What follows belongs to an exercise in optimizing a design on an open flow for small area and few clock cycles per item; a production flow would make more cautious choices.
Only simulation tests tie the RTL to the original design; equivalence was not proved.
Power figures rest on the tool's default switching activity, not on a simulated workload.

[config.mk]
export PLATFORM = sky130hd
export DESIGN_NAME = lb_top
export DESIGN_NICKNAME = lb_top
export VERILOG_FILES = /design/flow/design.v
export SDC_FILE = /design/flow/constraint.sdc
export NUM_CORES = 4
export LEC_CHECK = 0
export CAP_MARGIN = 20
export CORE_MARGIN = 2
export CORE_UTILIZATION = 45
export SLEW_MARGIN = 20
[constraint.sdc]
create_clock -name core_clock -period 14.0 [get_ports {clk}]
set_input_delay 2.8000 -clock core_clock [delete_from_list [all_inputs] [get_ports {clk}]]
set_output_delay 2.8000 -clock core_clock [all_outputs]
set_load 0.01 [all_outputs]
[design.v]
`timescale 1ns/1ps
module lb_lane #(
    parameter int depth = 2
) (
    input  logic                  clk,
    input  logic                  rstn,
    input  logic                  active,
    input  logic                  s_arvalid,
    output logic                  s_arready,
    output logic                  s_rvalid,
    output logic [64-1:0] s_rdata,
    input  logic                  s_rready,
    output logic                  m_arvalid,
    input  logic                  m_arready,
    input  logic                  m_rvalid,
    input  logic [64-1:0] m_rdata
);
    localparam int cnt_w = $clog2(depth + 1);
    localparam int ptr_w = (depth > 1) ? $clog2(depth) : 1;
    logic [cnt_w-1:0]      inflight;
    logic [cnt_w-1:0]      held;
    logic [64-1:0] buf_q [depth];
    logic [ptr_w-1:0]      wr_ptr;
    logic [ptr_w-1:0]      rd_ptr;
    logic                  buf_empty;
    logic                  room;
    logic                  accept;
    logic                  ret;
    logic                  push;
    logic                  pop;
    assign buf_empty = (held == '0);
    assign s_rvalid  = ~buf_empty | m_rvalid;
    assign s_rdata   = buf_empty ? m_rdata : buf_q[rd_ptr];
    assign ret       = s_rvalid & s_rready;
    assign room      = (inflight != cnt_w'(depth)) | ret;
    assign m_arvalid = s_arvalid & active & room;
    assign s_arready = m_arready & active & room;
    assign accept    = s_arvalid & s_arready;
    assign push = m_rvalid & ~(buf_empty & s_rready);
    assign pop  = ~buf_empty & s_rready;
    function automatic logic [ptr_w-1:0] ptr_next(input logic [ptr_w-1:0] ptr);
        if (ptr == ptr_w'(depth - 1)) begin
            ptr_next = '0;
        end else begin
            ptr_next = ptr + 1'b1;
        end
    endfunction
    always_ff @(posedge clk) begin
        if (!rstn) begin
            inflight <= '0;
            held     <= '0;
            wr_ptr   <= '0;
            rd_ptr   <= '0;
        end else begin
            inflight <= inflight + cnt_w'(accept) - cnt_w'(ret);
            held     <= held + cnt_w'(push) - cnt_w'(pop);
            if (push) begin
                wr_ptr <= ptr_next(wr_ptr);
            end
            if (pop) begin
                rd_ptr <= ptr_next(rd_ptr);
            end
        end
    end
    always_ff @(posedge clk) begin
        if (push) begin
            buf_q[wr_ptr] <= m_rdata;
        end
    end
endmodule
module lb_top (
    input  logic                             clk,
    input  logic                             rstn,
    input  logic [1:0]                       mode,
    input  logic [4-1:0]            s_arvalid,
    input  logic [4*48-1:0] s_araddr,
    output logic [4-1:0]            s_arready,
    output logic [4-1:0]            s_rvalid,
    output logic [4*64-1:0] s_rdata,
    input  logic [4-1:0]            s_rready,
    output logic [4-1:0]            m_arvalid,
    output logic [4*48-1:0] m_araddr,
    input  logic [4-1:0]            m_arready,
    input  logic [4-1:0]            m_rvalid,
    input  logic [4*64-1:0] m_rdata
);
    localparam int nports = 4;
    logic [nports-1:0] active;
    always_comb begin
        case (mode)
            2'd0:    active = '1;
            2'd1:    active = nports'(3);
            default: active = nports'(1);
        endcase
    end
    assign m_araddr = s_araddr;
    for (genvar i = 0; i < nports; i++) begin : g_lane
        lb_lane #(
            .depth (2)
        ) lane_i (
            .clk       (clk),
            .rstn      (rstn),
            .active    (active[i]),
            .s_arvalid (s_arvalid[i]),
            .s_arready (s_arready[i]),
            .s_rvalid  (s_rvalid[i]),
            .s_rdata   (s_rdata[i*64 +: 64]),
            .s_rready  (s_rready[i]),
            .m_arvalid (m_arvalid[i]),
            .m_arready (m_arready[i]),
            .m_rvalid  (m_rvalid[i]),
            .m_rdata   (m_rdata[i*64 +: 64])
        );
    end
endmodule
[run.sh]
#!/bin/bash
# synth_recipe.tcl (not shown) runs the flow's synth.tcl, then flattens the netlist and writes it again
# the make line also repeats each setting of config.mk as NAME=value (left out here)
make -C /OpenROAD-flow-scripts/flow DESIGN_CONFIG=/design/flow/config.mk WORK_HOME=/design/flow/orfs CLKGATE_MAP_FILE= SYNTH_SCRIPT=/design/flow/synth_recipe.tcl finish
==> flow_metrics.env, run 1 <==
export IMPL_edff_count_synth=512
export IMPL_synth_main_ff_cell="sky130_fd_sc_hd__edfxtp_1"
export IMPL_post_synth_top_area_cell="sky130_fd_sc_hd__edfxtp_1"
export IMPL_rows=84
export IMPL_synth_largest_type_area_fraction=0.645
export IMPL_postSynthCellCount=1742
export IMPL_synth_async_reset_ratio=0
export IMPL_run_status="did not finish"
export IMPL_start_util=0.455
export IMPL_die_x_microns=234
export IMPL_syn_mean_instance_area_sq_um=13.7
export IMPL_post_synth_instance_area_sq_um=23800
export IMPL_synth_top_cells_by_count="512 x sky130_fd_sc_hd__edfxtp_1, 260 x sky130_fd_sc_hd__mux2i_1, 260 x sky130_fd_sc_hd__nand2_1, 246 x sky130_fd_sc_hd__o21ai_0, 230 x sky130_fd_sc_hd__buf_4"
export IMPL_syn_num_nets=2226
export IMPL_synth_sequential_area_ratio=0.668
export IMPL_synth_seq_cells=540
export IMPL_flow_first_error="[ERROR PPL-0024] Number of IO pins (928) exceeds maximum number of available positions (842). Increase the die perimeter from 936.72um to 1262.08um."
export IMPL_netlist_top_cells_area="sky130_fd_sc_hd__edfxtp_1 64%, sky130_fd_sc_hd__mux2i_1 11%, sky130_fd_sc_hd__buf_4 7.2%"
export IMPL_synthMostInstantiatedCell="sky130_fd_sc_hd__edfxtp_1"
export IMPL_synthDistinctLibCells=31
export IMPL_stop_stage="3_2_place_iop"
export IMPL_synth_warnings=2
export IMPL_die_y_microns=234
==> logic make-up after synthesis <==
group                      Yosys count  share of synthesized area
and+or+nand+nor                    327                     0.0571
buffers and inverters              314                     0.0929
DFF                                540                      0.668
xor gates and xnor gates            17                    0.00624
AOI/OAI and AO/OA                  268                     0.0578
muxes                              260                      0.109
adders and majority gates           16                    0.00840
Testbench counts, summed over its fixed seeds: cycles 2,412, items 4,800.
==> inputs of run 2 (changes only) <==
--- a/config.mk
+++ b/config.mk
@@ -6,6 +6,6 @@
 export NUM_CORES = 4
 export LEC_CHECK = 0
 export CAP_MARGIN = 20
-export CORE_MARGIN = 2
-export CORE_UTILIZATION = 45
+export CORE_AREA = 2 2 438 108
+export DIE_AREA = 0 0 440 110
 export SLEW_MARGIN = 20
==> flow_metrics.env, run 2 <==
export IMPL_run_status="finished clean"
export IMPL_global_route_wire_length_before_repair_microns=108000
export IMPL_synth_sequential_area_ratio=0.668
export IMPL_fp_dieArea_sq_um=48400
export IMPL_required_ns=11.20
export IMPL_largest_reg_flops=512
export IMPL_dp_hpwl_microns=61500
export IMPL_setup_repair_after_global_routing_missed_its_margin="false"
export IMPL_total_setup_violations_reported_at_the_end_of_the_flow=0
export IMPL_mostFrequentLayoutCells="543 x sky130_fd_sc_hd__clkdlybuf4s50_1, 512 x sky130_fd_sc_hd__edfxtp_1, 260 x sky130_fd_sc_hd__mux2i_1, 260 x sky130_fd_sc_hd__nand2_1, 246 x sky130_fd_sc_hd__o21ai_0"
export IMPL_synth_seq_cells=540
export IMPL_synthDistinctLibCells=31
export IMPL_dr_total_vias=15000
export IMPL_cts_path_max_buffers=3
export IMPL_endpoint_class_of_the_critical_path="primary output"
export IMPL_maxSlewHeadroom=0.108
export IMPL_synth_largest_type_area_fraction=0.645
export IMPL_rows=38
export IMPL_postSynthCellCount=1742
export IMPL_syn_num_nets=2226
export IMPL_cp_arrival_ns=4.60
export IMPL_detail_route_first_pass_iterations=7
export IMPL_filler_cell_count=3303
export IMPL_postRouteAntennaNets=0
export IMPL_maximum_number_of_pins_on_one_net_before_global_route_repair=130
export IMPL_number_of_global_route_vias_before_repair=13800
export IMPL_holdCritPathClass="reg -> reg"
export IMPL_grt_overflow_total=0
export IMPL_startpoint_type="input port"
export IMPL_port_buffer_count=543
export IMPL_edff_count_synth=512
export IMPL_avgViaCountPerCell=5.54
export IMPL_clockRootBuffer="sky130_fd_sc_hd__clkbuf_16"
export IMPL_insertion_delay_ns=0.58
export IMPL_timing_max_cap_violations=0
export IMPL_fin_skew_ns=0.0306
export IMPL_gp_routability_congestion=1.07
export IMPL_postCtsSetupBuffers=0
export IMPL_detailedRoute_firstIterationViolations=1470
export IMPL_synth_warnings=2
export IMPL_power_static_leakage_nw=10.1
export IMPL_post_route_min_period_ns=7.40
export IMPL_synth_async_reset_ratio=0
export IMPL_max_flop_register="g_lane.lane_i.buf_q"
export IMPL_cts_hold_fix_buffers=0
export IMPL_post_synth_instance_area_sq_um=23800
export IMPL_top_regs="g_lane.lane_i.buf_q: 512 flops, g_lane.lane_i.held: 8 flops, g_lane.lane_i.inflight: 8 flops"
export IMPL_cts_resized_gates=0
export IMPL_route_detailed_drc=0
export IMPL_worstPathMaxFanout=3
export IMPL_start_util=0.530
export IMPL_cts_buffers=41
export IMPL_post_synth_top_area_cell="sky130_fd_sc_hd__edfxtp_1"
export IMPL_die_y_microns=110
export IMPL_final_hold_violation_count=0
export IMPL_peakVddDrop_v=0.000126
export IMPL_die_x_microns=440
export IMPL_clkSlewWorstSetupHoldPaths_ns=0.07
export IMPL_grt_usage=0.323
export IMPL_netlist_top_cells_area="sky130_fd_sc_hd__edfxtp_1 64%, sky130_fd_sc_hd__mux2i_1 11%, sky130_fd_sc_hd__buf_4 7.2%"
export IMPL_syn_mean_instance_area_sq_um=13.7
export IMPL_final_nets=2539
export IMPL_sequential_cell_area_sq_um=16000
export IMPL_layout_worst_path_cycle_share=0.529
export IMPL_synthMostInstantiatedCell="sky130_fd_sc_hd__edfxtp_1"
export IMPL_core_area_sq_um=45000
export IMPL_hold_depth=2
export IMPL_reg2reg_depth=5
export IMPL_synth_top_cells_by_count="512 x sky130_fd_sc_hd__edfxtp_1, 260 x sky130_fd_sc_hd__mux2i_1, 260 x sky130_fd_sc_hd__nand2_1, 246 x sky130_fd_sc_hd__o21ai_0, 230 x sky130_fd_sc_hd__buf_4"
export IMPL_synthToLayoutAreaGrowth_pct=23.4
export IMPL_layout_commonest_cell="sky130_fd_sc_hd__clkdlybuf4s50_1"
export IMPL_cts_tree="built"
export IMPL_fmaxAchievable_ghz=0.135
export IMPL_io_pins=928
export IMPL_drive_gt1_frac=0.0446
export IMPL_maxSlewViolCount=0
export IMPL_synth_main_ff_cell="sky130_fd_sc_hd__edfxtp_1"
export IMPL_antenna_found_initial=5
export IMPL_routed_wl_microns=81400
export IMPL_wl_per_cell_microns=30.1
export IMPL_cellPowerDensity_nw_per_um2=200
export IMPL_total_power_w=0.00589
export IMPL_numClockSinks=540
export IMPL_max_slew_worst_pin_slew_ns=1.32
export IMPL_critical_path_class="in -> out"
export IMPL_final_setup_tns_ns=0
export IMPL_total_area_of_multi_input_combinational_cells_sq_um=5750
export IMPL_htree_num_levels=2
==> run 2: final cells by class <==
type	count	share of cell area
flip-flops and latches	540	0.542
inverters	24	0.00306
repair buffers	560	0.190
multi-input cells	888	0.195
clock buffers	62	0.0414
clock inverters	10	0.00166
well taps	620	0.0264
diodes	2	0.000170
==> run 2: final timing paths <==
check	from	endpoint	slack (ns)
max	m_rdata[4]	s_rdata[4]	6.60
min	g_lane[2].lane_i.rd_ptr$_SDFFE_PN0P_	g_lane[2].lane_i.rd_ptr$_SDFFE_PN0P_	0.51
max reg2reg	g_lane[2].lane_i.held[1]$_SDFF_PN0_	g_lane[2].lane_i.buf_q[0][62]$_DFFE_PP_	11.01
min reg2reg	g_lane[2].lane_i.rd_ptr$_SDFFE_PN0P_	g_lane[2].lane_i.rd_ptr$_SDFFE_PN0P_	0.51
==> run 2: kinds of logic (layout without fill, tap and decap cells) <==
logic type | count (synthesis) | in the layout | share of synthesized area
simple gates | 327 | 327 | 0.0571
mux | 260 | 260 | 0.109
other cells | 0 | 2 | 0
flops | 540 | 540 | 0.668
compound gates | 268 | 268 | 0.0578
xor+xnor | 17 | 17 | 0.00624
buf+inv | 314 | 656 | 0.0929
fa+ha+maj | 16 | 16 | 0.00840
==> run 2: per-layer routing <==
metal  global-route usage  part of all wire
met1                0.351              0.34
met2                0.514              0.47
met4               0.0969             0.033
met5               0.0827            0.0067
met3                0.210              0.15
==> run 2: metrics by stage <==
step	setup slack (ns)	hold slack [ns]	cells	cell area, sq um	utilization
5_1_grt	6.57	0.546	2705	29400	0.653
3_5_place_dp	6.67	0.495	2632	28100	0.625
3_3_place_gp	6.70	0.485	2631	28100	0.624
2_1_floorplan	7.63	0.451	1742	23800	-
4_1_cts	6.67	0.515	2704	29400	0.653
6_report	6.60	0.510	2706	29400	0.653
==> run 2: worst max-delay path, cell delays in order <==
cell and delay [ns]:
sky130_fd_sc_hd__clkdlybuf4s50_1 0.50, sky130_fd_sc_hd__nand2_1 0.06, sky130_fd_sc_hd__o21ai_0 0.46, sky130_fd_sc_hd__clkdlybuf4s50_1 0.77
==> run 2: power by group <==
part	total, W	leakage, nW	switching, W	internal (W)
Clock	0.00117	0.623	0.000566	0.000602
Combinational	0.00262	4.54	0.00143	0.00118
Sequential	0.00210	4.97	0.0000952	0.00201
Total	0.00589	10.1	0.00209	0.00379
==> inputs of run 3 (changes only) <==
==> flow/run.sh (new file) <==
#!/bin/bash
# standard layout, with the smallest buffer on every port instead of the
# resizer's default pick
set -o pipefail
cp standard.sh standard.sh.txt
export BUFFER_PORTS_ARGS="-buffer_cell sky130_fd_sc_hd__buf_1"
bash standard.sh > standard.log 2>&1
==> standard.sh (new file) <==
#!/bin/bash
# synth_recipe.tcl (not shown) runs the flow's synth.tcl, then flattens the netlist and writes it again
# the make line also repeats each setting of config.mk as NAME=value (left out here)
make -C /OpenROAD-flow-scripts/flow DESIGN_CONFIG=/design/flow/config.mk WORK_HOME=/design/flow/orfs CLKGATE_MAP_FILE= SYNTH_SCRIPT=/design/flow/synth_recipe.tcl "${@:-finish}"
--- a/config.mk
+++ b/config.mk
@@ -7,5 +7,6 @@
 export LEC_CHECK = 0
 export CAP_MARGIN = 20
 export CORE_AREA = 2 2 438 108
+export CTS_BUF_LIST = sky130_fd_sc_hd__clkbuf_2 sky130_fd_sc_hd__clkbuf_4 sky130_fd_sc_hd__clkbuf_8
 export DIE_AREA = 0 0 440 110
 export SLEW_MARGIN = 20
removed: run.sh
==> flow_metrics.env, run 3 <==
export IMPL_switching_share=0.398
export IMPL_synth_compound_area_share=0.0578
export IMPL_syn_mean_instance_area_sq_um=13.7
export IMPL_power_switching_w=0.00207
export IMPL_power_sequential_fraction=0.400
export IMPL_cts_resized_gates=0
export IMPL_synth_mux_area_frac=0.109
export IMPL_grt_overflow_total=0
export IMPL_critical_path_class="in -> out"
export IMPL_xor_xnor_cell_area_share_of_the_yosys_netlist=0.00624
export IMPL_mostFrequentLayoutCells="543 x sky130_fd_sc_hd__buf_1, 512 x sky130_fd_sc_hd__edfxtp_1, 260 x sky130_fd_sc_hd__mux2i_1, 260 x sky130_fd_sc_hd__nand2_1, 246 x sky130_fd_sc_hd__o21ai_0"
export IMPL_die_y_microns=110
export IMPL_maximum_number_of_pins_on_one_net_before_global_route_repair=100
export IMPL_detailedRoute_firstIterationViolations=1309
export IMPL_numClockSinks=540
export IMPL_worstPathMaxFanout=3
export IMPL_cp_arrival_ns=3.82
export IMPL_internal_power_w=0.00313
export IMPL_postSynthCellCount=1742
export IMPL_maxSlewViolCount=0
export IMPL_dr_total_vias=14800
export IMPL_synth_top_cells_by_count="512 x sky130_fd_sc_hd__edfxtp_1, 260 x sky130_fd_sc_hd__mux2i_1, 260 x sky130_fd_sc_hd__nand2_1, 246 x sky130_fd_sc_hd__o21ai_0, 230 x sky130_fd_sc_hd__buf_4"
export IMPL_final_hold_violation_count=0
export IMPL_dpl_worst_slack_ns=7.37
export IMPL_required_ns=11.20
export IMPL_setup_repair_after_global_routing_missed_its_margin="false"
export IMPL_crit_path_max_incr_delay_ns=0.40
export IMPL_core_area_sq_um=45000
export IMPL_max_slew_worst_pin_slew_ns=1.29
export IMPL_startpoint_type="input port"
export IMPL_cts_hold_fix_buffers=0
export IMPL_synthMostInstantiatedCell="sky130_fd_sc_hd__edfxtp_1"
export IMPL_port_buffer_count=543
export IMPL_synth_async_reset_ratio=0
export IMPL_clkSlewWorstSetupHoldPaths_ns=0.07
export IMPL_timing_final_ws_setup_ns=7.38
export IMPL_cts_buffers=67
export IMPL_number_of_global_route_vias_before_repair=13800
export IMPL_synthDistinctLibCells=31
export IMPL_cts_path_max_buffers=3
export IMPL_post_route_min_period_ns=6.62
export IMPL_worst_path_cell_trace="buf_1, o31ai_1, nand3_1, and3_1, buf_1"
export IMPL_synthToLayoutAreaGrowth_pct=9.23
export IMPL_crit_path_frequent_cell="sky130_fd_sc_hd__buf_1"
export IMPL_antenna_found_initial=2
export IMPL_cellPowerDensity_nw_per_um2=200
export IMPL_maxSlewHeadroom=0.130
export IMPL_run_status="finished clean"
export IMPL_fp_dieArea_sq_um=48400
export IMPL_layout_commonest_cell="sky130_fd_sc_hd__buf_1"
export IMPL_final_setup_tns_ns=0
export IMPL_power_static_leakage_nw=8.72
export IMPL_holdCritPathClass="reg -> reg"
export IMPL_syn_num_nets=2226
export IMPL_post_synth_top_area_cell="sky130_fd_sc_hd__edfxtp_1"
export IMPL_dp_hpwl_microns=58000
export IMPL_synth_largest_type_area_fraction=0.645
export IMPL_synth_warnings=2
export IMPL_io_pins=928
export IMPL_fin_skew_ns=0.0202
export IMPL_power_share_clock=0.218
export IMPL_largest_reg_flops=512
export IMPL_start_util=0.530
export IMPL_routed_wl_microns=77800
export IMPL_max_flop_register="g_lane.lane_i.buf_q"
export IMPL_postRouteAntennaNets=0
export IMPL_fmaxAchievable_ghz=0.151
export IMPL_clockRootBuffer="sky130_fd_sc_hd__clkbuf_8"
export IMPL_netlist_top_cells_area="sky130_fd_sc_hd__edfxtp_1 64%, sky130_fd_sc_hd__mux2i_1 11%, sky130_fd_sc_hd__buf_4 7.2%"
export IMPL_main_combinational_cell_family_by_area_after_synthesis="multiplexers"
export IMPL_rows=38
export IMPL_endpoint_class_of_the_critical_path="primary output"
export IMPL_insertion_delay_ns=0.64
export IMPL_peakVddDrop_v=0.0000928
export IMPL_detail_route_first_pass_iterations=6
export IMPL_cts_tree="built"
export IMPL_combinational_fraction_of_design_power=0.381
export IMPL_synth_seq_cells=540
export IMPL_synth_main_ff_cell="sky130_fd_sc_hd__edfxtp_1"
export IMPL_route_detailed_drc=0
export IMPL_grt_usage=0.310
export IMPL_postCtsSetupBuffers=0
export IMPL_synth_sequential_area_ratio=0.668
export IMPL_total_setup_violations_reported_at_the_end_of_the_flow=0
export IMPL_post_synth_instance_area_sq_um=23800
export IMPL_avgViaCountPerCell=5.37
export IMPL_wl_per_cell_microns=28.2
export IMPL_final_nets=2567
export IMPL_htree_num_levels=3
export IMPL_post_synth_fa_ha_maj_area_fraction=0.00840
export IMPL_timing_max_cap_violations=0
export IMPL_synth_simple_gate_area_frac=0.0571
export IMPL_edff_count_synth=512
export IMPL_top_regs="g_lane.lane_i.buf_q: 512 flops, g_lane.lane_i.held: 8 flops, g_lane.lane_i.inflight: 8 flops"
export IMPL_drive_gt1_frac=0.0679
export IMPL_critical_path_slowest_cell="sky130_fd_sc_hd__o31ai_1"
export IMPL_gp_routability_congestion=0.982
export IMPL_die_x_microns=440
export IMPL_global_route_wire_length_before_repair_microns=103000
export IMPL_layout_worst_path_cycle_share=0.473
[run 3: power by group through the flow]
stage	registers (W)	clock network, W	logic [W]
after floorplan	0.00210	0	0.00138
after global routing	0.00210	0.00123	0.00215
after global placement	0.00211	0	0.00198
after CTS	0.00208	0.00116	0.00200
final	0.00208	0.00114	0.00198
after detailed placement	0.00212	0	0.00200
[run 3: layout make-up]
| type | instances | area [sq um] |
|---|---|---|
| diodes | 1 | 2.50 |
| clock buffers | 93 | 1150 |
| clock inverters | 29 | 140 |
| fillers | 3755 | 19000 |
| inverters | 24 | 90.1 |
| multi-input cells | 888 | 5750 |
| flip-flops and latches | 540 | 16000 |
| well taps | 620 | 776 |
| repair buffers | 562 | 2190 |
[run 3: worst paths after layout]
check | to | slack (ns) | start | cells past startpoint
worst max-delay path | s_arready[3] | 7.38 | m_rvalid[3] | 5
worst min-delay path | flop | 0.51 | g_lane[0].lane_i.rd_ptr$_SDFFE_PN0P_ | 2
worst max register to register | g_lane[2].lane_i.buf_q[0][0]$_DFFE_PP_ | 10.78 | g_lane[2].lane_i.held[1]$_SDFF_PN0_ | 5
worst min register to register | flop | 0.51 | g_lane[0].lane_i.rd_ptr$_SDFFE_PN0P_ | 2
[run 3: stage by stage]
step            util  power (W)  instances  area [sq um]  hold WS, ns
6_report       0.578    0.00520       2757         26000        0.510
5_1_grt        0.578    0.00548       2756         26000        0.528
4_1_cts        0.578    0.00524       2755         26000        0.513
3_5_place_dp   0.549    0.00411       2633         24700        0.491
3_3_place_gp   0.549    0.00409       2633         24700        0.483
2_1_floorplan      -    0.00347       1742         23800        0.451
[run 3: kinds of logic (layout without fill, tap and decap cells)]
family	Yosys count	after routing
simple gates	327	327
mux	260	260
buf+inv	314	708
xor+xnor	17	17
flops	540	540
compound gates	268	268
other cells	0	1
fa+ha+maj	16	16
[run 3: worst max-delay path, delay by kind of cell]
kind                   cells  cell delay (ns)
buffers and inverters      2             0.21
AOI/OAI and AO/OA          1             0.40
and+or+nand+nor            2             0.41
[run 3: layer usage]
metal	up-vias	part of all wire	track usage
li1	6771	-	-
met1	7103	0.34	0.322
met2	739	0.47	0.492
met3	170	0.15	0.213
met4	10	0.035	0.109
met5	-	0.0079	0.103
==> inputs of run 4 (changes only) <==
--- a/config.mk
+++ b/config.mk
@@ -7,6 +7,8 @@
 export LEC_CHECK = 0
 export CAP_MARGIN = 20
 export CORE_AREA = 2 2 438 108
-export CTS_BUF_LIST = sky130_fd_sc_hd__clkbuf_2 sky130_fd_sc_hd__clkbuf_4 sky130_fd_sc_hd__clkbuf_8
+export CTS_BUF_LIST = sky130_fd_sc_hd__clkbuf_16
+export CTS_CLUSTER_DIAMETER = 70
+export CTS_CLUSTER_SIZE = 26
 export DIE_AREA = 0 0 440 110
 export SLEW_MARGIN = 20
==> flow_metrics.env, run 4 <==
export IMPL_total_power_w=0.00489
export IMPL_total_setup_violations_reported_at_the_end_of_the_flow=0
export IMPL_timing_rr_start="g_lane[2].lane_i.held[1]$_SDFF_PN0_"
export IMPL_holdCritPathClass="reg -> reg"
export IMPL_fmaxAchievable_ghz=0.151
export IMPL_io_pins=928
export IMPL_synthMostInstantiatedCell="sky130_fd_sc_hd__edfxtp_1"
export IMPL_synth_sequential_area_ratio=0.668
export IMPL_cts_path_max_buffers=3
export IMPL_clockRootBuffer="sky130_fd_sc_hd__clkbuf_16"
export IMPL_fp_dieArea_sq_um=48400
export IMPL_timing_final_ws_setup_ns=7.38
export IMPL_htree_num_levels=1
export IMPL_critical_path_class="in -> out"
export IMPL_global_route_wire_length_before_repair_microns=102000
export IMPL_cellPowerDensity_nw_per_um2=192
export IMPL_clkSlewWorstSetupHoldPaths_ns=0.10
export IMPL_endpoint_class_of_the_critical_path="primary output"
export IMPL_dp_hpwl_microns=58000
export IMPL_synth_async_reset_ratio=0
export IMPL_mostFrequentLayoutCells="543 x sky130_fd_sc_hd__buf_1, 512 x sky130_fd_sc_hd__edfxtp_1, 260 x sky130_fd_sc_hd__mux2i_1, 260 x sky130_fd_sc_hd__nand2_1, 245 x sky130_fd_sc_hd__o21ai_0"
export IMPL_edff_count_synth=512
export IMPL_die_y_microns=110
export IMPL_critical_path_slowest_cell="sky130_fd_sc_hd__o31ai_1"
export IMPL_reg2reg_depth=5
export IMPL_layout_commonest_cell="sky130_fd_sc_hd__buf_1"
export IMPL_synth_warnings=2
export IMPL_start_util=0.530
export IMPL_startpoint_type="input port"
export IMPL_cp_arrival_ns=3.82
export IMPL_post_route_min_period_ns=6.62
export IMPL_antenna_found_initial=3
export IMPL_post_synth_instance_area_sq_um=23800
export IMPL_cts_tree="built"
export IMPL_worstPathMaxFanout=3
export IMPL_syn_mean_instance_area_sq_um=13.7
export IMPL_top_regs="g_lane.lane_i.buf_q: 512 flops, g_lane.lane_i.held: 8 flops, g_lane.lane_i.inflight: 8 flops"
export IMPL_routed_wl_microns=76400
export IMPL_largest_reg_flops=512
export IMPL_dr_total_vias=14500
export IMPL_run_status="finished clean"
export IMPL_grt_overflow_total=0
export IMPL_setup_repair_after_global_routing_missed_its_margin="false"
export IMPL_max_slew_worst_pin_slew_ns=1.15
export IMPL_synth_top_cells_by_count="512 x sky130_fd_sc_hd__edfxtp_1, 260 x sky130_fd_sc_hd__mux2i_1, 260 x sky130_fd_sc_hd__nand2_1, 246 x sky130_fd_sc_hd__o21ai_0, 230 x sky130_fd_sc_hd__buf_4"
export IMPL_core_area_sq_um=45000
export IMPL_postRouteAntennaNets=0
export IMPL_synth_largest_type_area_fraction=0.645
export IMPL_synth_main_ff_cell="sky130_fd_sc_hd__edfxtp_1"
export IMPL_cts_buffers=24
export IMPL_detail_route_first_pass_iterations=5
export IMPL_detailedRoute_firstIterationViolations=1501
export IMPL_final_setup_tns_ns=0
export IMPL_synthToLayoutAreaGrowth_pct=6.74
export IMPL_cts_resized_gates=0
export IMPL_dpl_worst_slack_ns=7.37
export IMPL_maxSlewViolCount=0
export IMPL_maximum_number_of_pins_on_one_net_before_global_route_repair=100
export IMPL_syn_num_nets=2226
export IMPL_power_static_leakage_nw=8.45
export IMPL_wl_per_cell_microns=28.5
export IMPL_layout_worst_path_cycle_share=0.473
export IMPL_synth_seq_cells=540
export IMPL_port_buffer_count=543
export IMPL_max_flop_register="g_lane.lane_i.buf_q"
export IMPL_insertion_delay_ns=0.60
export IMPL_hold_wc_startpoint="g_lane[2].lane_i.rd_ptr$_SDFFE_PN0P_"
export IMPL_gp_routability_congestion=0.982
export IMPL_worst_path_cell_trace="buf_1, o31ai_1, nand3_1, and3_1, buf_1"
export IMPL_rows=38
export IMPL_postCtsSetupBuffers=0
export IMPL_postSynthCellCount=1742
export IMPL_timing_max_cap_violations=0
export IMPL_peakVddDrop_v=0.000108
export IMPL_numClockSinks=540
export IMPL_fin_skew_ns=0.0195
export IMPL_worstReg2RegEnd="g_lane[2].lane_i.buf_q[0][0]$_DFFE_PP_"
export IMPL_maxSlewHeadroom=0.232
export IMPL_required_ns=11.20
export IMPL_final_nets=2523
export IMPL_post_synth_top_area_cell="sky130_fd_sc_hd__edfxtp_1"
export IMPL_crit_path_frequent_cell="sky130_fd_sc_hd__buf_1"
export IMPL_drive_gt1_frac=0.0316
export IMPL_grt_usage=0.303
export IMPL_place_detailed_instances=2633
export IMPL_cts_hold_fix_buffers=0
export IMPL_hold_depth=2
export IMPL_route_detailed_drc=0
export IMPL_synthDistinctLibCells=31
export IMPL_number_of_global_route_vias_before_repair=13300
export IMPL_reg2reg_slack_ns=10.76
export IMPL_netlist_top_cells_area="sky130_fd_sc_hd__edfxtp_1 64%, sky130_fd_sc_hd__mux2i_1 11%, sky130_fd_sc_hd__buf_4 7.2%"
export IMPL_die_x_microns=440
export IMPL_finalNonFillerCells=2679
export IMPL_final_hold_violation_count=0
export IMPL_crit_path_max_incr_delay_ns=0.39
export IMPL_avgViaCountPerCell=5.40
[run 4: cell counts after synthesis]
No cell type changed its count.
[run 4: final cells by class]
| class | instances | area (sq um) |
|---|---|---|
| diodes | 3 | 7.51 |
| clock buffers | 25 | 626 |
| clock inverters | 18 | 72.6 |
| fillers | 3768 | 19600 |
| inverters | 24 | 90.1 |
| multi-input cells | 888 | 5750 |
| flip-flops and latches | 540 | 16000 |
| well taps | 620 | 776 |
| repair buffers | 561 | 2180 |
[run 4: how the worst max path moves through the flow]
stage                 from  slack (ns)                                     end
2_1_floorplan  m_rvalid[0]        7.63  g_lane[0].lane_i.buf_q[0][0]$_DFFE_PP_
5_1_grt        m_rvalid[3]        7.31                            m_arvalid[3]
4_1_cts        m_rvalid[3]        7.36                            s_arready[3]
3_5_place_dp   m_rvalid[3]        7.37                            s_arready[3]
3_3_place_gp   m_rvalid[3]        7.36                            m_arvalid[3]
6_report       m_rvalid[3]        7.38                            s_arready[3]
[run 4: metal layers]
layer	up-vias	share of wire	GRT usage
li1	6647	-	-
met3	144	0.15	0.200
met2	695	0.47	0.492
met5	-	0.013	0.147
met1	6970	0.33	0.310
met4	14	0.036	0.0981
[run 4: worst max-delay path, delay by kind of cell]
kind	cells	cell delay, ns
AND/OR/NAND/NOR	2	0.41
buffers and inverters	2	0.21
AO/OA/AOI/OAI	1	0.39
[run 4: stage by stage]
step | hold slack (ns) | cell area, sq um | utilization
after floorplan | 0.451 | 23800 | -
after global placement | 0.483 | 24700 | 0.549
after detailed placement | 0.491 | 24700 | 0.549
after CTS | 0.522 | 25400 | 0.565
after global routing | 0.538 | 25400 | 0.565
final | 0.519 | 25400 | 0.565
[run 4: report_power, final]
group          leakage (nW)  internal, W  switching [W]
Combinational          3.08     0.000589        0.00139
Clock                 0.403     0.000329       0.000501
Sequential             4.97      0.00200      0.0000767
[run 4: cells by family after synthesis]
| logic type | count (synthesis) | share of synthesized area |
|---|---|---|
| AOI/OAI and AO/OA | 268 | 0.0578 |
| xor gates and xnor gates | 17 | 0.00624 |
| adders and majority gates | 16 | 0.00840 |
| buffers and inverters | 314 | 0.0929 |
| DFF | 540 | 0.668 |
| muxes | 260 | 0.109 |
| and+or+nand+nor | 327 | 0.0571 |
==> inputs of run 5 (changes only) <==
--- a/config.mk
+++ b/config.mk
@@ -7,8 +7,8 @@
 export LEC_CHECK = 0
 export CAP_MARGIN = 20
 export CORE_AREA = 2 2 438 108
-export CTS_BUF_LIST = sky130_fd_sc_hd__clkbuf_16
-export CTS_CLUSTER_DIAMETER = 70
-export CTS_CLUSTER_SIZE = 26
+export CTS_BUF_LIST = sky130_fd_sc_hd__clkbuf_8
+export CTS_CLUSTER_DIAMETER = 50
+export CTS_CLUSTER_SIZE = 15
 export DIE_AREA = 0 0 440 110
 export SLEW_MARGIN = 20
==> flow_metrics.env, run 5 <==
export IMPL_run_status="finished clean"
export IMPL_post_synth_fa_ha_maj_area_fraction=0.00840
export IMPL_fmaxAchievable_ghz=0.151
export IMPL_place_detailed_instances=2633
export IMPL_setup_repair_after_global_routing_missed_its_margin="false"
export IMPL_main_combinational_cell_family_by_area_after_synthesis="multiplexers"
export IMPL_postCtsSetupBuffers=0
export IMPL_numClockSinks=540
export IMPL_route_top_layer_used="met5"
export IMPL_port_buffer_count=543
export IMPL_synth_sequential_area_ratio=0.668
export IMPL_clkSlewWorstSetupHoldPaths_ns=0.11
export IMPL_post_synth_top_area_cell="sky130_fd_sc_hd__edfxtp_1"
export IMPL_worstPathMaxFanout=3
export IMPL_netlist_top_cells_area="sky130_fd_sc_hd__edfxtp_1 64%, sky130_fd_sc_hd__mux2i_1 11%, sky130_fd_sc_hd__buf_4 7.2%"
export IMPL_layout_worst_path_cycle_share=0.473
export IMPL_holdCritPathClass="reg -> reg"
export IMPL_edff_count_synth=512
export IMPL_post_route_min_period_ns=6.63
export IMPL_synth_main_ff_cell="sky130_fd_sc_hd__edfxtp_1"
export IMPL_io_pins=928
export IMPL_detail_route_first_pass_iterations=6
export IMPL_rows=38
export IMPL_hold_slack_ns=0.518
export IMPL_detailed_route_wirelength_on_metal2_microns=36500
export IMPL_startpoint_type="input port"
export IMPL_postSynthCellCount=1742
export IMPL_maxSlewHeadroom=0.222
export IMPL_fin_skew_ns=0.0420
export IMPL_crit_path_max_incr_delay_ns=0.40
export IMPL_dp_hpwl_microns=58000
export IMPL_timing_critical_path_max_delay_family="simple AND/OR/NAND/NOR gates"
export IMPL_gp_routability_congestion=0.982
export IMPL_layout_commonest_cell="sky130_fd_sc_hd__buf_1"
export IMPL_synthMostInstantiatedCell="sky130_fd_sc_hd__edfxtp_1"
export IMPL_syn_num_nets=2226
export IMPL_peakVddDrop_v=0.0000905
export IMPL_cts_resized_gates=0
export IMPL_wl_per_cell_microns=28.5
export IMPL_clockRootBuffer="sky130_fd_sc_hd__clkbuf_8"
export IMPL_critical_path_class="in -> out"
export IMPL_endpoint_class_of_the_critical_path="primary output"
export IMPL_cts_path_max_buffers=3
export IMPL_sequential_cell_area_sq_um=16000
export IMPL_dr_wl_met3_microns=11800
export IMPL_total_setup_violations_reported_at_the_end_of_the_flow=0
export IMPL_cellPowerDensity_nw_per_um2=191
export IMPL_timing_max_cap_violations=0
export IMPL_critical_path_slowest_cell="sky130_fd_sc_hd__o31ai_1"
export IMPL_routed_wl_microns=77000
export IMPL_worst_path_cell_trace="buf_1, o31ai_1, nand3_1, and3_1, buf_1"
export IMPL_synth_warnings=2
export IMPL_antenna_found_initial=3
export IMPL_synth_top_cells_by_count="512 x sky130_fd_sc_hd__edfxtp_1, 260 x sky130_fd_sc_hd__mux2i_1, 260 x sky130_fd_sc_hd__nand2_1, 246 x sky130_fd_sc_hd__o21ai_0, 230 x sky130_fd_sc_hd__buf_4"
export IMPL_avgViaCountPerCell=5.39
export IMPL_core_area_sq_um=45000
export IMPL_postRouteAntennaNets=0
export IMPL_fp_dieArea_sq_um=48400
export IMPL_final_nets=2541
export IMPL_cp_num_buf_inv=2
export IMPL_final_hold_violation_count=0
export IMPL_htree_num_levels=2
export IMPL_synth_mux_area_frac=0.109
export IMPL_global_route_wire_length_before_repair_microns=103000
export IMPL_total_area_of_multi_input_combinational_cells_sq_um=5750
export IMPL_start_util=0.530
export IMPL_insertion_delay_ns=0.63
export IMPL_met1_length_microns=25800
export IMPL_max_flop_register="g_lane.lane_i.buf_q"
export IMPL_die_x_microns=440
export IMPL_top_regs="g_lane.lane_i.buf_q: 512 flops, g_lane.lane_i.held: 8 flops, g_lane.lane_i.inflight: 8 flops"
export IMPL_post_synth_instance_area_sq_um=23800
export IMPL_dpl_worst_slack_ns=7.37
export IMPL_synth_simple_gate_area_frac=0.0571
export IMPL_drive_gt1_frac=0.0403
export IMPL_synth_largest_type_area_fraction=0.645
export IMPL_cts_tree="built"
export IMPL_maximum_number_of_pins_on_one_net_before_global_route_repair=100
export IMPL_cts_buffers=41
export IMPL_dr_total_vias=14600
export IMPL_synth_seq_cells=540
export IMPL_detailedRoute_firstIterationViolations=1436
export IMPL_number_of_global_route_vias_before_repair=13400
export IMPL_syn_mean_instance_area_sq_um=13.7
export IMPL_total_power_w=0.00487
export IMPL_die_y_microns=110
export IMPL_max_slew_worst_pin_slew_ns=1.16
export IMPL_xor_xnor_cell_area_share_of_the_yosys_netlist=0.00624
export IMPL_timing_final_ws_setup_ns=7.37
export IMPL_route_detailed_drc=0
export IMPL_synth_compound_area_share=0.0578
export IMPL_power_static_leakage_nw=8.50
export IMPL_grt_overflow_total=0
export IMPL_crit_path_frequent_cell="sky130_fd_sc_hd__buf_1"
export IMPL_grt_usage=0.306
export IMPL_required_ns=11.20
export IMPL_largest_reg_flops=512
export IMPL_final_setup_tns_ns=0
export IMPL_filler_cell_count=3784
export IMPL_cts_hold_fix_buffers=0
export IMPL_finalNonFillerCells=2705
export IMPL_mostFrequentLayoutCells="543 x sky130_fd_sc_hd__buf_1, 512 x sky130_fd_sc_hd__edfxtp_1, 260 x sky130_fd_sc_hd__mux2i_1, 260 x sky130_fd_sc_hd__nand2_1, 246 x sky130_fd_sc_hd__o21ai_0"
export IMPL_synthToLayoutAreaGrowth_pct=6.82
export IMPL_synth_async_reset_ratio=0
export IMPL_synthDistinctLibCells=31
export IMPL_maxSlewViolCount=0
export IMPL_cp_arrival_ns=3.83
run 5: routing by layer:
metal  vias to the layer above  global-route usage
li1                       6687                   -
met1                      7046               0.317
met2                       706               0.497
met3                       142               0.211
met4                        10              0.0839
met5                         -               0.102
run 5: path summary, 6_finish.rpt:
path	from	end	slack (ns)	cells after the start
min reg2reg	g_lane[0].lane_i.rd_ptr$_SDFFE_PN0P_	flop	0.52	2
max reg2reg	g_lane[2].lane_i.held[1]$_SDFF_PN0_	g_lane[2].lane_i.buf_q[0][59]$_DFFE_PP_	10.77	5
min	g_lane[0].lane_i.rd_ptr$_SDFFE_PN0P_	flop	0.52	2
max	m_rvalid[3]	s_arready[3]	7.37	5
run 5: cell families (layout without fill, tap and decap cells):
kind of cell,count (synthesis),in the layout
AND/OR/NAND/NOR,327,327
multiplexers,260,260
AO/OA/AOI/OAI,268,268
buffers and inverters,314,655
adder cells (fa/ha/maj),16,16
flip-flops,540,540
XOR/XNOR,17,17
other,0,2
run 5: metrics by stage:
step | area (sq um) | utilization
floorplan | 23800 | -
global placement | 24700 | 0.549
detailed placement | 24700 | 0.549
CTS | 25400 | 0.565
global route | 25500 | 0.566
finish | 25500 | 0.566
run 5: final cells by class:
| cell class | count | share of cell area |
|---|---|---|
| Inverter | 24 | 0.00354 |
| Clock inverter | 26 | 0.00398 |
| Timing Repair Buffer | 562 | 0.0867 |
| Sequential cell | 540 | 0.626 |
| Multi-Input combinational cell | 888 | 0.226 |
| Tap cell | 620 | 0.0305 |
| Clock buffer | 43 | 0.0232 |
| Antenna cell | 2 | 0.000197 |
run 5: worst register-to-register path, cell delays in order, from the launching register on:
cell	delay (ns)
sky130_fd_sc_hd__dfxtp_1	0.49
sky130_fd_sc_hd__nor2_4	0.19
sky130_fd_sc_hd__buf_4	0.43
sky130_fd_sc_hd__a21boi_2	0.40
sky130_fd_sc_hd__nor2b_4	0.66
sky130_fd_sc_hd__buf_4	0.68
run 5: power by group:
part	switching, W	total [W]	leakage (nW)	internal (W)
Sequential	0.0000766	0.00208	4.97	0.00200
Combinational	0.00139	0.00198	3.09	0.000591
Clock	0.000523	0.000809	0.442	0.000286
Total	0.00199	0.00487	8.50	0.00288
==> inputs of run 6 (changes only) <==
==> design.v (replaced) <==
`timescale 1ns/1ps
module lb_lane (
    input  logic                  clk,
    input  logic                  rstn,
    input  logic                  active,
    input  logic                  s_arvalid,
    output logic                  s_arready,
    output logic                  s_rvalid,
    output logic [64-1:0] s_rdata,
    input  logic                  s_rready,
    output logic                  m_arvalid,
    input  logic                  m_arready,
    input  logic                  m_rvalid,
    input  logic [64-1:0] m_rdata
);
    logic                  infl;
    logic                  held;
    logic [64-1:0] buf_q;
    logic                  room;
    logic                  accept;
    logic                  ret;
    assign s_rvalid  = held | m_rvalid;
    assign s_rdata   = held ? buf_q : m_rdata;
    assign ret       = s_rvalid & s_rready;
    assign room      = ~infl | ret;
    assign m_arvalid = s_arvalid & active & room;
    assign s_arready = m_arready & active & room;
    assign accept    = s_arvalid & s_arready;
    always_ff @(posedge clk) begin
        if (!rstn) begin
            infl <= 1'b0;
            held <= 1'b0;
        end else begin
            infl <= accept | (infl & ~ret);
            held <= s_rvalid & ~s_rready;
        end
    end
    always_ff @(posedge clk) begin
        if (!held) begin
            buf_q <= m_rdata;
        end
    end
endmodule
module lb_top (
    input  logic                             clk,
    input  logic                             rstn,
    input  logic [1:0]                       mode,
    input  logic [4-1:0]            s_arvalid,
    input  logic [4*48-1:0] s_araddr,
    output logic [4-1:0]            s_arready,
    output logic [4-1:0]            s_rvalid,
    output logic [4*64-1:0] s_rdata,
    input  logic [4-1:0]            s_rready,
    output logic [4-1:0]            m_arvalid,
    output logic [4*48-1:0] m_araddr,
    input  logic [4-1:0]            m_arready,
    input  logic [4-1:0]            m_rvalid,
    input  logic [4*64-1:0] m_rdata
);
    localparam int nports = 4;
    logic [nports-1:0] active;
    always_comb begin
        case (mode)
            2'd0:    active = '1;
            2'd1:    active = nports'(3);
            default: active = nports'(1);
        endcase
    end
    assign m_araddr = s_araddr;
    for (genvar i = 0; i < nports; i++) begin : g_lane
        lb_lane lane_i (
            .clk       (clk),
            .rstn      (rstn),
            .active    (active[i]),
            .s_arvalid (s_arvalid[i]),
            .s_arready (s_arready[i]),
            .s_rvalid  (s_rvalid[i]),
            .s_rdata   (s_rdata[i*64 +: 64]),
            .s_rready  (s_rready[i]),
            .m_arvalid (m_arvalid[i]),
            .m_arready (m_arready[i]),
            .m_rvalid  (m_rvalid[i]),
            .m_rdata   (m_rdata[i*64 +: 64])
        );
    end
endmodule
==> flow/run.sh (replaced) <==
#!/bin/bash
# standard layout, with the smallest buffer on every port instead of the
# resizer's default pick, and ORFS's power recovery after global routing
# (downsizes gates on paths with slack to spare)
set -o pipefail
cp standard.sh standard.sh.txt
export BUFFER_PORTS_ARGS="-buffer_cell sky130_fd_sc_hd__buf_1"
export RECOVER_POWER=100
bash standard.sh > standard.log 2>&1
--- a/config.mk
+++ b/config.mk
@@ -7,8 +7,8 @@
 export LEC_CHECK = 0
 export CAP_MARGIN = 20
 export CORE_AREA = 2 2 438 108
-export CTS_BUF_LIST = sky130_fd_sc_hd__clkbuf_8
-export CTS_CLUSTER_DIAMETER = 50
-export CTS_CLUSTER_SIZE = 15
+export CTS_BUF_LIST = sky130_fd_sc_hd__clkbuf_16
+export CTS_CLUSTER_DIAMETER = 70
+export CTS_CLUSTER_SIZE = 26
 export DIE_AREA = 0 0 440 110
 export SLEW_MARGIN = 20
==> flow_metrics.env, run 6 <==
export IMPL_synth_async_reset_ratio=0
export IMPL_reg2reg_slack_ns=11.99
export IMPL_mostFrequentLayoutCells="533 x sky130_fd_sc_hd__buf_1, 260 x sky130_fd_sc_hd__dfxtp_1, 240 x sky130_fd_sc_hd__mux2_2"
export IMPL_postCtsSetupBuffers=0
export IMPL_cp_num_buf_inv=2
export IMPL_critical_path_slowest_cell="sky130_fd_sc_hd__a2111oi_0"
export IMPL_rows=38
export IMPL_cts_hold_fix_buffers=0
export IMPL_fmaxAchievable_ghz=0.148
export IMPL_hold_depth=1
export IMPL_timing_max_cap_violations=0
export IMPL_endpoint_of_the_worst_hold_timing_path="g_lane[3].lane_i.buf_q[48]$_DFF_P_"
export IMPL_clockRootBuffer="sky130_fd_sc_hd__clkbuf_16"
export IMPL_reg2reg_depth=2
export IMPL_main_combinational_cell_family_by_area_after_synthesis="multiplexers"
export IMPL_route_detailed_drc=0
export IMPL_xor_xnor_cell_area_share_of_the_yosys_netlist=0
export IMPL_antenna_found_initial=4
export IMPL_timing_rr_start="g_lane[0].lane_i.held$_SDFF_PN0_"
export IMPL_port_buffer_count=543
export IMPL_insertion_delay_ns=0.49
export IMPL_dr_total_vias=6920
export IMPL_final_hold_violation_count=0
export IMPL_maximum_number_of_pins_on_one_net_before_global_route_repair=67
export IMPL_worstReg2RegEnd="g_lane[0].lane_i.buf_q[9]$_DFF_P_"
export IMPL_synth_compound_area_share=0.0104
export IMPL_worst_path_cell_trace="buf_1, o21ai_0, a2111oi_0, buf_1"
export IMPL_cts_path_max_buffers=3
export IMPL_largest_reg_flops=256
export IMPL_detailedRoute_firstIterationViolations=408
export IMPL_layout_worst_path_cycle_share=0.481
export IMPL_grt_usage=0.140
export IMPL_postRouteAntennaNets=0
export IMPL_drive_gt1_frac=0.242
export IMPL_synth_largest_type_area_fraction=0.523
export IMPL_cts_tree="built"
export IMPL_synth_warnings=2
export IMPL_core_area_sq_um=45000
export IMPL_cp_arrival_ns=3.94
export IMPL_synth_seq_cells=264
export IMPL_die_x_microns=440
export IMPL_max_slew_worst_pin_slew_ns=0.925
export IMPL_hold_wc_startpoint="g_lane[3].lane_i.buf_q[48]$_DFF_P_"
export IMPL_total_setup_violations_reported_at_the_end_of_the_flow=0
export IMPL_cts_buffers=14
export IMPL_detail_route_first_pass_iterations=4
export IMPL_edff_count_synth=0
export IMPL_postSynthCellCount=791
export IMPL_crit_path_frequent_cell="sky130_fd_sc_hd__buf_1"
export IMPL_clkSlewWorstSetupHoldPaths_ns=0.07
export IMPL_fin_skew_ns=0.0211
export IMPL_maxSlewViolCount=0
export IMPL_wl_per_cell_microns=21.7
export IMPL_post_synth_instance_area_sq_um=10100
export IMPL_timing_critical_path_max_delay_family="compound AO/OA/AOI/OAI gates"
export IMPL_synthMostInstantiatedCell="sky130_fd_sc_hd__dfxtp_1"
export IMPL_avgViaCountPerCell=3.96
export IMPL_top_regs="g_lane.lane_i.buf_q: 256 flops, g_lane.lane_i.held: 4 flops, g_lane.lane_i.infl: 4 flops"
export IMPL_global_route_wire_length_before_repair_microns=47600
export IMPL_cellPowerDensity_nw_per_um2=128
export IMPL_cts_resized_gates=0
export IMPL_synth_mux_area_frac=0.285
export IMPL_critical_path_class="in -> out"
export IMPL_syn_num_nets=1259
export IMPL_number_of_global_route_vias_before_repair=6544
export IMPL_die_y_microns=110
export IMPL_fp_dieArea_sq_um=48400
export IMPL_sequential_cell_area_sq_um=5290
export IMPL_holdCritPathClass="reg -> reg"
export IMPL_syn_mean_instance_area_sq_um=12.8
export IMPL_filler_cell_count=4846
export IMPL_layout_commonest_cell="sky130_fd_sc_hd__buf_1"
export IMPL_total_power_w=0.00149
export IMPL_synth_top_cells_by_count="264 x sky130_fd_sc_hd__dfxtp_1, 256 x sky130_fd_sc_hd__mux2_2, 213 x sky130_fd_sc_hd__buf_4, 19 x sky130_fd_sc_hd__buf_2"
export IMPL_total_area_of_multi_input_combinational_cells_sq_um=3120
export IMPL_numClockSinks=264
export IMPL_final_setup_tns_ns=0
export IMPL_finalNonFillerCells=1746
export IMPL_synth_simple_gate_area_frac=0.0132
export IMPL_maxSlewHeadroom=0.383
export IMPL_crit_path_max_incr_delay_ns=0.50
export IMPL_dp_hpwl_microns=32100
export IMPL_start_util=0.225
export IMPL_io_pins=928
export IMPL_netlist_top_cells_area="sky130_fd_sc_hd__dfxtp_1 52%, sky130_fd_sc_hd__mux2_2 29%, sky130_fd_sc_hd__buf_4 16%"
export IMPL_setup_repair_after_global_routing_missed_its_margin="false"
export IMPL_run_status="finished clean"
export IMPL_synthToLayoutAreaGrowth_pct=15.5
export IMPL_startpoint_type="input port"
export IMPL_peakVddDrop_v=0.0000615
export IMPL_worstPathMaxFanout=3
export IMPL_final_nets=1590
export IMPL_post_synth_top_area_cell="sky130_fd_sc_hd__dfxtp_1"
export IMPL_post_synth_fa_ha_maj_area_fraction=0
export IMPL_synth_main_ff_cell="sky130_fd_sc_hd__dfxtp_1"
export IMPL_routed_wl_microns=37900
export IMPL_synth_sequential_area_ratio=0.523
export IMPL_grt_overflow_total=0
export IMPL_place_detailed_instances=1726
export IMPL_synthDistinctLibCells=20
export IMPL_endpoint_class_of_the_critical_path="primary output"
export IMPL_post_route_min_period_ns=6.74
export IMPL_max_flop_register="g_lane.lane_i.buf_q"
export IMPL_power_static_leakage_nw=4.12
export IMPL_htree_num_levels=1
export IMPL_gp_routability_congestion=0.979
export IMPL_required_ns=11.20
[run 6: changes by cell type in the layout (fill, tap and decap cells not counted), sizes merged, moves of 16 or more]
cell	previous run	this run
buf	562	537
clkbuf	43	25
dfxtp	28	264
edfxtp	512	0
ha	16	0
inv	49	3
mux2	0	256
mux2i	260	0
nand2	260	3
nor2	21	0
o21ai	260	4
[run 6: cell type report]
| class | instances | area share |
|---|---|---|
| Tap cell | 620 | 0.0664 |
| Inverter | 3 | 0.000964 |
| Timing Repair Buffer | 547 | 0.177 |
| Antenna cell | 4 | 0.000857 |
| Clock buffer | 15 | 0.0321 |
| Sequential cell | 264 | 0.453 |
| Clock inverter | 1 | 0.00257 |
| Multi-Input combinational cell | 292 | 0.267 |
[run 6: worst max path at each step]
stage / end / from / cells after the start / slack (ns)
CTS: s_arready[2] / s_rready[2] / 4 / 7.28
global placement: s_arready[2] / s_rready[2] / 4 / 7.28
floorplan: m_arvalid[2] / mode[1] / 3 / 7.70
detailed placement: s_arready[2] / s_rready[2] / 4 / 7.29
global route: s_arready[2] / s_rready[2] / 4 / 7.14
finish: m_arvalid[3] / s_rready[3] / 4 / 7.26
[run 6: cells by family (layout without fill, tap and decap cells)]
logic type	count (synthesis)	after routing
compound gates	16	16
buf+inv	235	566
flops	264	264
other cells	0	4
mux	256	256
simple gates	20	20
[run 6: per-stage QoR]
step,setup slack (ns),area (sq um),hold WS (ns),utilization
3_5_place_dp,7.29,11300,0.458,0.250
5_1_grt,7.14,11700,0.490,0.259
4_1_cts,7.28,11700,0.475,0.259
6_report,7.26,11700,0.474,0.259
2_1_floorplan,7.70,10100,0.483,-
3_3_place_gp,7.28,11300,0.453,0.250
[run 6: per-layer routing]
metal  track usage  up-vias  wire length [microns]
met2         0.240      300                  19500
met4        0.0443        2                    868
met3        0.0710       43                   4050
met1         0.154     3465                  13500
met5             0        -                     13
li1              -     3110                      -
[run 6: where the power goes]
group	internal (W)	switching [W]
sequential	0.000811	0.0000141
clock	0.000197	0.000248
combinational	0.0000951	0.000130
total	0.00110	0.000392
Testbench counts of run 6, summed over its fixed seeds: cycles 4,208, items 4,800.
==> inputs of run 7 (changes only) <==
==> flow/run.sh (replaced) <==
#!/bin/bash
# standard layout, with the smallest buffer on every port instead of the
# resizer's default pick
set -o pipefail
cp standard.sh standard.sh.txt
export BUFFER_PORTS_ARGS="-buffer_cell sky130_fd_sc_hd__buf_1"
bash standard.sh > standard.log 2>&1
--- a/config.mk
+++ b/config.mk
@@ -8,7 +8,7 @@
 export CAP_MARGIN = 20
 export CORE_AREA = 2 2 438 108
 export CTS_BUF_LIST = sky130_fd_sc_hd__clkbuf_16
-export CTS_CLUSTER_DIAMETER = 70
-export CTS_CLUSTER_SIZE = 26
+export CTS_CLUSTER_DIAMETER = 100
+export CTS_CLUSTER_SIZE = 34
 export DIE_AREA = 0 0 440 110
 export SLEW_MARGIN = 20
==> flow_metrics.env, run 7 <==
export IMPL_top_regs="g_lane.lane_i.buf_q: 256 flops, g_lane.lane_i.held: 4 flops, g_lane.lane_i.infl: 4 flops"
export IMPL_worstPathMaxFanout=3
export IMPL_synthMostInstantiatedCell="sky130_fd_sc_hd__dfxtp_1"
export IMPL_core_area_sq_um=45000
export IMPL_synthToLayoutAreaGrowth_pct=14.3
export IMPL_filler_cell_count=4857
export IMPL_edff_count_synth=0
export IMPL_postCtsSetupBuffers=0
export IMPL_total_setup_violations_reported_at_the_end_of_the_flow=0
export IMPL_layout_commonest_cell="sky130_fd_sc_hd__buf_1"
export IMPL_synth_seq_cells=264
export IMPL_final_setup_tns_ns=0
export IMPL_wl_per_cell_microns=21.7
export IMPL_cp_arrival_ns=3.95
export IMPL_critical_path_class="in -> out"
export IMPL_run_status="finished clean"
export IMPL_clkSlewWorstSetupHoldPaths_ns=0.12
export IMPL_crit_start="s_rready[3]"
export IMPL_global_route_wire_length_before_repair_microns=47500
export IMPL_max_slew_worst_pin_slew_ns=0.941
export IMPL_routed_wl_microns=37700
export IMPL_timing_rr_start="g_lane[0].lane_i.held$_SDFF_PN0_"
export IMPL_power_static_leakage_nw=4.06
export IMPL_final_util=0.257
export IMPL_cts_path_max_buffers=3
export IMPL_syn_mean_instance_area_sq_um=12.8
export IMPL_endpoint_class_of_the_critical_path="primary output"
export IMPL_detail_route_first_pass_iterations=4
export IMPL_cts_buffers=11
export IMPL_power_sequential_fraction=0.578
export IMPL_maxSlewHeadroom=0.373
export IMPL_cts_hold_fix_buffers=0
export IMPL_syn_num_nets=1259
export IMPL_drive_gt1_frac=0.253
export IMPL_io_pins=928
export IMPL_dp_hpwl_microns=32100
export IMPL_largest_reg_flops=256
export IMPL_dr_total_vias=6892
export IMPL_total_area_of_multi_input_combinational_cells_sq_um=3120
export IMPL_grt_usage=0.140
export IMPL_cts_tree="built"
export IMPL_number_of_global_route_vias_before_repair=6519
export IMPL_post_synth_top_area_cell="sky130_fd_sc_hd__dfxtp_1"
export IMPL_synth_main_ff_cell="sky130_fd_sc_hd__dfxtp_1"
export IMPL_hold_slack_ns=0.486
export IMPL_layout_worst_path_cycle_share=0.482
export IMPL_setup_repair_after_global_routing_missed_its_margin="false"
export IMPL_maxSlewViolCount=0
export IMPL_insertion_delay_ns=0.49
export IMPL_start_util=0.225
export IMPL_post_route_min_period_ns=6.75
export IMPL_grt_overflow_total=0
export IMPL_cellPowerDensity_nw_per_um2=123
export IMPL_final_nets=1587
export IMPL_hold_wc_startpoint="g_lane[0].lane_i.buf_q[27]$_DFF_P_"
export IMPL_power_share_clock=0.263
export IMPL_postSynthCellCount=791
export IMPL_synth_top_cells_by_count="264 x sky130_fd_sc_hd__dfxtp_1, 256 x sky130_fd_sc_hd__mux2_2, 213 x sky130_fd_sc_hd__buf_4, 19 x sky130_fd_sc_hd__buf_2"
export IMPL_postRouteAntennaNets=0
export IMPL_fp_dieArea_sq_um=48400
export IMPL_synthDistinctLibCells=20
export IMPL_placement_cell_area_sq_um=11300
export IMPL_power_switching_w=0.000374
export IMPL_peakVddDrop_v=0.0000600
export IMPL_maximum_number_of_pins_on_one_net_before_global_route_repair=67
export IMPL_mostFrequentLayoutCells="543 x sky130_fd_sc_hd__buf_1, 260 x sky130_fd_sc_hd__dfxtp_1, 256 x sky130_fd_sc_hd__mux2_2"
export IMPL_fin_skew_ns=0.0212
export IMPL_required_ns=11.20
export IMPL_netlist_top_cells_area="sky130_fd_sc_hd__dfxtp_1 52%, sky130_fd_sc_hd__mux2_2 29%, sky130_fd_sc_hd__buf_4 16%"
export IMPL_synth_warnings=2
export IMPL_synth_async_reset_ratio=0
export IMPL_switching_share=0.262
export IMPL_htree_num_levels=1
export IMPL_max_flop_register="g_lane.lane_i.buf_q"
export IMPL_die_y_microns=110
export IMPL_timing_max_cap_violations=0
export IMPL_avgViaCountPerCell=3.96
export IMPL_reg2reg_depth=2
export IMPL_cts_resized_gates=0
export IMPL_startpoint_type="input port"
export IMPL_numClockSinks=264
export IMPL_fmaxAchievable_ghz=0.148
export IMPL_synth_sequential_area_ratio=0.523
export IMPL_port_buffer_count=543
export IMPL_internal_power_w=0.00105
export IMPL_synth_largest_type_area_fraction=0.523
export IMPL_sequential_cell_area_sq_um=5290
export IMPL_hold_depth=1
export IMPL_finish_instance_area_sq_um=11600
export IMPL_route_detailed_drc=0
export IMPL_rows=38
export IMPL_final_hold_violation_count=0
export IMPL_holdCritPathClass="reg -> reg"
export IMPL_detailedRoute_firstIterationViolations=418
export IMPL_antenna_found_initial=4
export IMPL_clockRootBuffer="sky130_fd_sc_hd__clkbuf_16"
export IMPL_combinational_fraction_of_design_power=0.158
export IMPL_die_x_microns=440
export IMPL_post_synth_instance_area_sq_um=10100
export IMPL_gp_routability_congestion=0.979
-- run 7: metal layers --
layer | GRT usage | share of wire
met2 | 0.242 | 0.52
met3 | 0.0704 | 0.099
met4 | 0.0416 | 0.022
met1 | 0.152 | 0.36
met5 | 0 | 0.00019
-- run 7: stage by stage --
| step | power (W) | std cells | worst slack [ns] |
|---|---|---|---|
| 3_3_place_gp | 0.00106 | 1726 | 7.28 |
| 3_5_place_dp | 0.00107 | 1726 | 7.29 |
| 4_1_cts | 0.00145 | 1738 | 7.28 |
| 5_1_grt | 0.00149 | 1741 | 7.14 |
| 2_1_floorplan | 0.00102 | 791 | 7.70 |
| 6_report | 0.00143 | 1741 | 7.25 |
-- run 7: cells by family (layout without fill, tap and decap cells) --
family / after synthesis / after routing / share of synthesized area
flops: 264 / 264 / 0.523
mux: 256 / 256 / 0.285
buf+inv: 235 / 562 / 0.169
simple gates: 20 / 20 / 0.0132
compound gates: 16 / 16 / 0.0104
other cells: 0 / 3 / 0
-- run 7: layout make-up --
class,instances,area share
sequential,264,0.458
multi-input combinational,292,0.270
timing repair buffer,547,0.179
tap,620,0.0671
clock buffer,11,0.0238
inverter,3,0.000974
clock inverter,1,0.000758
antenna,3,0.000649
-- run 7: path summary, 6_finish.rpt --
check / endpoint / slack, ns
setup / recovery: m_arvalid[3] / 7.25
hold / removal: g_lane[0].lane_i.buf_q[27]$_DFF_P_ / 0.49
hold reg to reg: g_lane[0].lane_i.buf_q[27]$_DFF_P_ / 0.49
setup reg to reg: g_lane[0].lane_i.buf_q[29]$_DFF_P_ / 12.02
-- run 7: power groups by stage --
stage / Combinational, W / Sequential, W / Clock (W)
finish: 0.000226 / 0.000825 / 0.000375
global route: 0.000241 / 0.000832 / 0.000419
CTS: 0.000228 / 0.000826 / 0.000395
detailed placement: 0.000227 / 0.000843 / 0
global placement: 0.000224 / 0.000840 / 0
floorplan: 0.000184 / 0.000836 / 0
-- run 7: critical path, stage by stage --
cell and delay (ns):
sky130_fd_sc_hd__buf_1 0.23, sky130_fd_sc_hd__o21ai_0 0.22, sky130_fd_sc_hd__a2111oi_0 0.49, sky130_fd_sc_hd__buf_1 0.20
==> inputs of run 8 (changes only) <==
--- a/config.mk
+++ b/config.mk
@@ -8,7 +8,7 @@
 export CAP_MARGIN = 20
 export CORE_AREA = 2 2 438 108
 export CTS_BUF_LIST = sky130_fd_sc_hd__clkbuf_16
-export CTS_CLUSTER_DIAMETER = 100
-export CTS_CLUSTER_SIZE = 34
+export CTS_CLUSTER_DIAMETER = 70
+export CTS_CLUSTER_SIZE = 26
 export DIE_AREA = 0 0 440 110
 export SLEW_MARGIN = 20
==> flow_metrics.env, run 8 <==
export IMPL_place_detailed_instances=1726
export IMPL_io_pins=928
export IMPL_detail_route_first_pass_iterations=4
export IMPL_hold_slack_ns=0.474
export IMPL_synth_sequential_area_ratio=0.523
export IMPL_maxSlewViolCount=0
export IMPL_endpoint_class_of_the_critical_path="primary output"
export IMPL_peakVddDrop_v=0.0000614
export IMPL_maximum_number_of_pins_on_one_net_before_global_route_repair=67
export IMPL_final_hold_violation_count=0
export IMPL_holdCritPathClass="reg -> reg"
export IMPL_syn_num_nets=1259
export IMPL_fmaxAchievable_ghz=0.147
export IMPL_start_util=0.225
export IMPL_insertion_delay_ns=0.49
export IMPL_synth_seq_cells=264
export IMPL_edff_count_synth=0
export IMPL_final_nets=1590
export IMPL_layout_commonest_cell="sky130_fd_sc_hd__buf_1"
export IMPL_cellPowerDensity_nw_per_um2=128
export IMPL_mostFrequentLayoutCells="543 x sky130_fd_sc_hd__buf_1, 260 x sky130_fd_sc_hd__dfxtp_1, 256 x sky130_fd_sc_hd__mux2_2"
export IMPL_post_synth_instance_area_sq_um=10100
export IMPL_cts_resized_gates=0
export IMPL_cp_arrival_ns=3.99
export IMPL_post_route_min_period_ns=6.79
export IMPL_reg2reg_slack_ns=12.02
export IMPL_dr_total_vias=6904
export IMPL_rows=38
export IMPL_timing_max_cap_violations=0
export IMPL_route_detailed_drc=0
export IMPL_die_y_microns=110
export IMPL_filler_cell_count=4845
export IMPL_crit_start="s_rready[3]"
export IMPL_synth_top_cells_by_count="264 x sky130_fd_sc_hd__dfxtp_1, 256 x sky130_fd_sc_hd__mux2_2, 213 x sky130_fd_sc_hd__buf_4, 19 x sky130_fd_sc_hd__buf_2"
export IMPL_syn_mean_instance_area_sq_um=12.8
export IMPL_top_regs="g_lane.lane_i.buf_q: 256 flops, g_lane.lane_i.held: 4 flops, g_lane.lane_i.infl: 4 flops"
export IMPL_total_setup_violations_reported_at_the_end_of_the_flow=0
export IMPL_htree_num_levels=1
export IMPL_synthToLayoutAreaGrowth_pct=15.5
export IMPL_core_area_sq_um=45000
export IMPL_critical_path_class="in -> out"
export IMPL_sequential_cell_area_sq_um=5290
export IMPL_postSynthCellCount=791
export IMPL_synth_largest_type_area_fraction=0.523
export IMPL_clockRootBuffer="sky130_fd_sc_hd__clkbuf_16"
export IMPL_detailedRoute_firstIterationViolations=424
export IMPL_synth_async_reset_ratio=0
export IMPL_max_slew_worst_pin_slew_ns=0.928
export IMPL_port_buffer_count=543
export IMPL_postRouteAntennaNets=0
export IMPL_required_ns=11.20
export IMPL_cts_tree="built"
export IMPL_cts_hold_fix_buffers=0
export IMPL_wl_per_cell_microns=21.7
export IMPL_cts_buffers=14
export IMPL_grt_overflow_total=0
export IMPL_avgViaCountPerCell=3.96
export IMPL_antenna_found_initial=4
export IMPL_synth_main_ff_cell="sky130_fd_sc_hd__dfxtp_1"
export IMPL_synthDistinctLibCells=20
export IMPL_number_of_global_route_vias_before_repair=6544
export IMPL_synth_warnings=2
export IMPL_gp_routability_congestion=0.979
export IMPL_fin_skew_ns=0.0209
export IMPL_fp_dieArea_sq_um=48400
export IMPL_hold_wc_startpoint="g_lane[3].lane_i.buf_q[48]$_DFF_P_"
export IMPL_power_static_leakage_nw=4.11
export IMPL_post_synth_top_area_cell="sky130_fd_sc_hd__dfxtp_1"
export IMPL_total_area_of_multi_input_combinational_cells_sq_um=3120
export IMPL_clkSlewWorstSetupHoldPaths_ns=0.07
export IMPL_largest_reg_flops=256
export IMPL_finalNonFillerCells=1745
export IMPL_run_status="finished clean"
export IMPL_numClockSinks=264
export IMPL_final_setup_tns_ns=0
export IMPL_worstPathMaxFanout=3
export IMPL_die_x_microns=440
export IMPL_layout_worst_path_cycle_share=0.485
export IMPL_cts_path_max_buffers=3
export IMPL_dp_hpwl_microns=32100
export IMPL_maxSlewHeadroom=0.381
export IMPL_grt_usage=0.140
export IMPL_routed_wl_microns=37900
export IMPL_global_route_wire_length_before_repair_microns=47600
export IMPL_setup_repair_after_global_routing_missed_its_margin="false"
export IMPL_synthMostInstantiatedCell="sky130_fd_sc_hd__dfxtp_1"
export IMPL_max_flop_register="g_lane.lane_i.buf_q"
export IMPL_timing_rr_start="g_lane[0].lane_i.held$_SDFF_PN0_"
export IMPL_drive_gt1_frac=0.256
export IMPL_startpoint_type="input port"
export IMPL_netlist_top_cells_area="sky130_fd_sc_hd__dfxtp_1 52%, sky130_fd_sc_hd__mux2_2 29%, sky130_fd_sc_hd__buf_4 16%"
export IMPL_postCtsSetupBuffers=0
## run 8: path summary, 6_finish.rpt
kind | to | depth (start not counted)
max | m_arvalid[3] | 4
min | g_lane[3].lane_i.buf_q[48]$_DFF_P_ | 1
max reg2reg | g_lane[0].lane_i.buf_q[8]$_DFF_P_ | 2
min reg2reg | g_lane[3].lane_i.buf_q[48]$_DFF_P_ | 1
## run 8: kinds of logic after synthesis
kind of cell / share of synthesized area
simple gates: 0.0132
compound gates: 0.0104
mux: 0.285
flops: 0.523
buf+inv: 0.169
## run 8: critical path, cell delays in order
cell and delay (ns):
sky130_fd_sc_hd__buf_1 0.26, sky130_fd_sc_hd__o21ai_0 0.24, sky130_fd_sc_hd__a2111oi_0 0.49, sky130_fd_sc_hd__buf_1 0.20
## run 8: metal layers
metal	track usage	wire, microns
met1	0.154	13400
met2	0.240	19500
met3	0.0710	4120
met4	0.0443	886
met5	0	7
## run 8: cell type report
cell class,instances,area share
antenna,3,0.000643
sequential,264,0.453
clock buffer,15,0.0321
timing repair buffer,547,0.177
tap,620,0.0664
multi-input combinational,292,0.267
clock inverter,1,0.00257
inverter,3,0.000964
## run 8: metrics by stage
stage	total power (W)	setup WS, ns	area [sq um]	utilization
floorplan	0.00102	7.70	10100	-
global placement	0.00106	7.28	11300	0.250
detailed placement	0.00107	7.29	11300	0.250
CTS	0.00152	7.28	11700	0.259
global route	0.00157	7.14	11700	0.259
finish	0.00150	7.21	11700	0.259
## run 8: power breakdown
group | switching (W) | internal, W
clock | 0.000248 | 0.000197
sequential | 0.0000140 | 0.000811
combinational | 0.000130 | 0.0000961

Re-timed with assumed drivers on the ports (clkbuf_16 on the clock, buf_2 on other inputs), run 8 has 7.182 ns of setup slack against 7.206 ns with ideal ports, and 7.182 ns once port delays also move by the mid clock arrival of 0.535 ns.
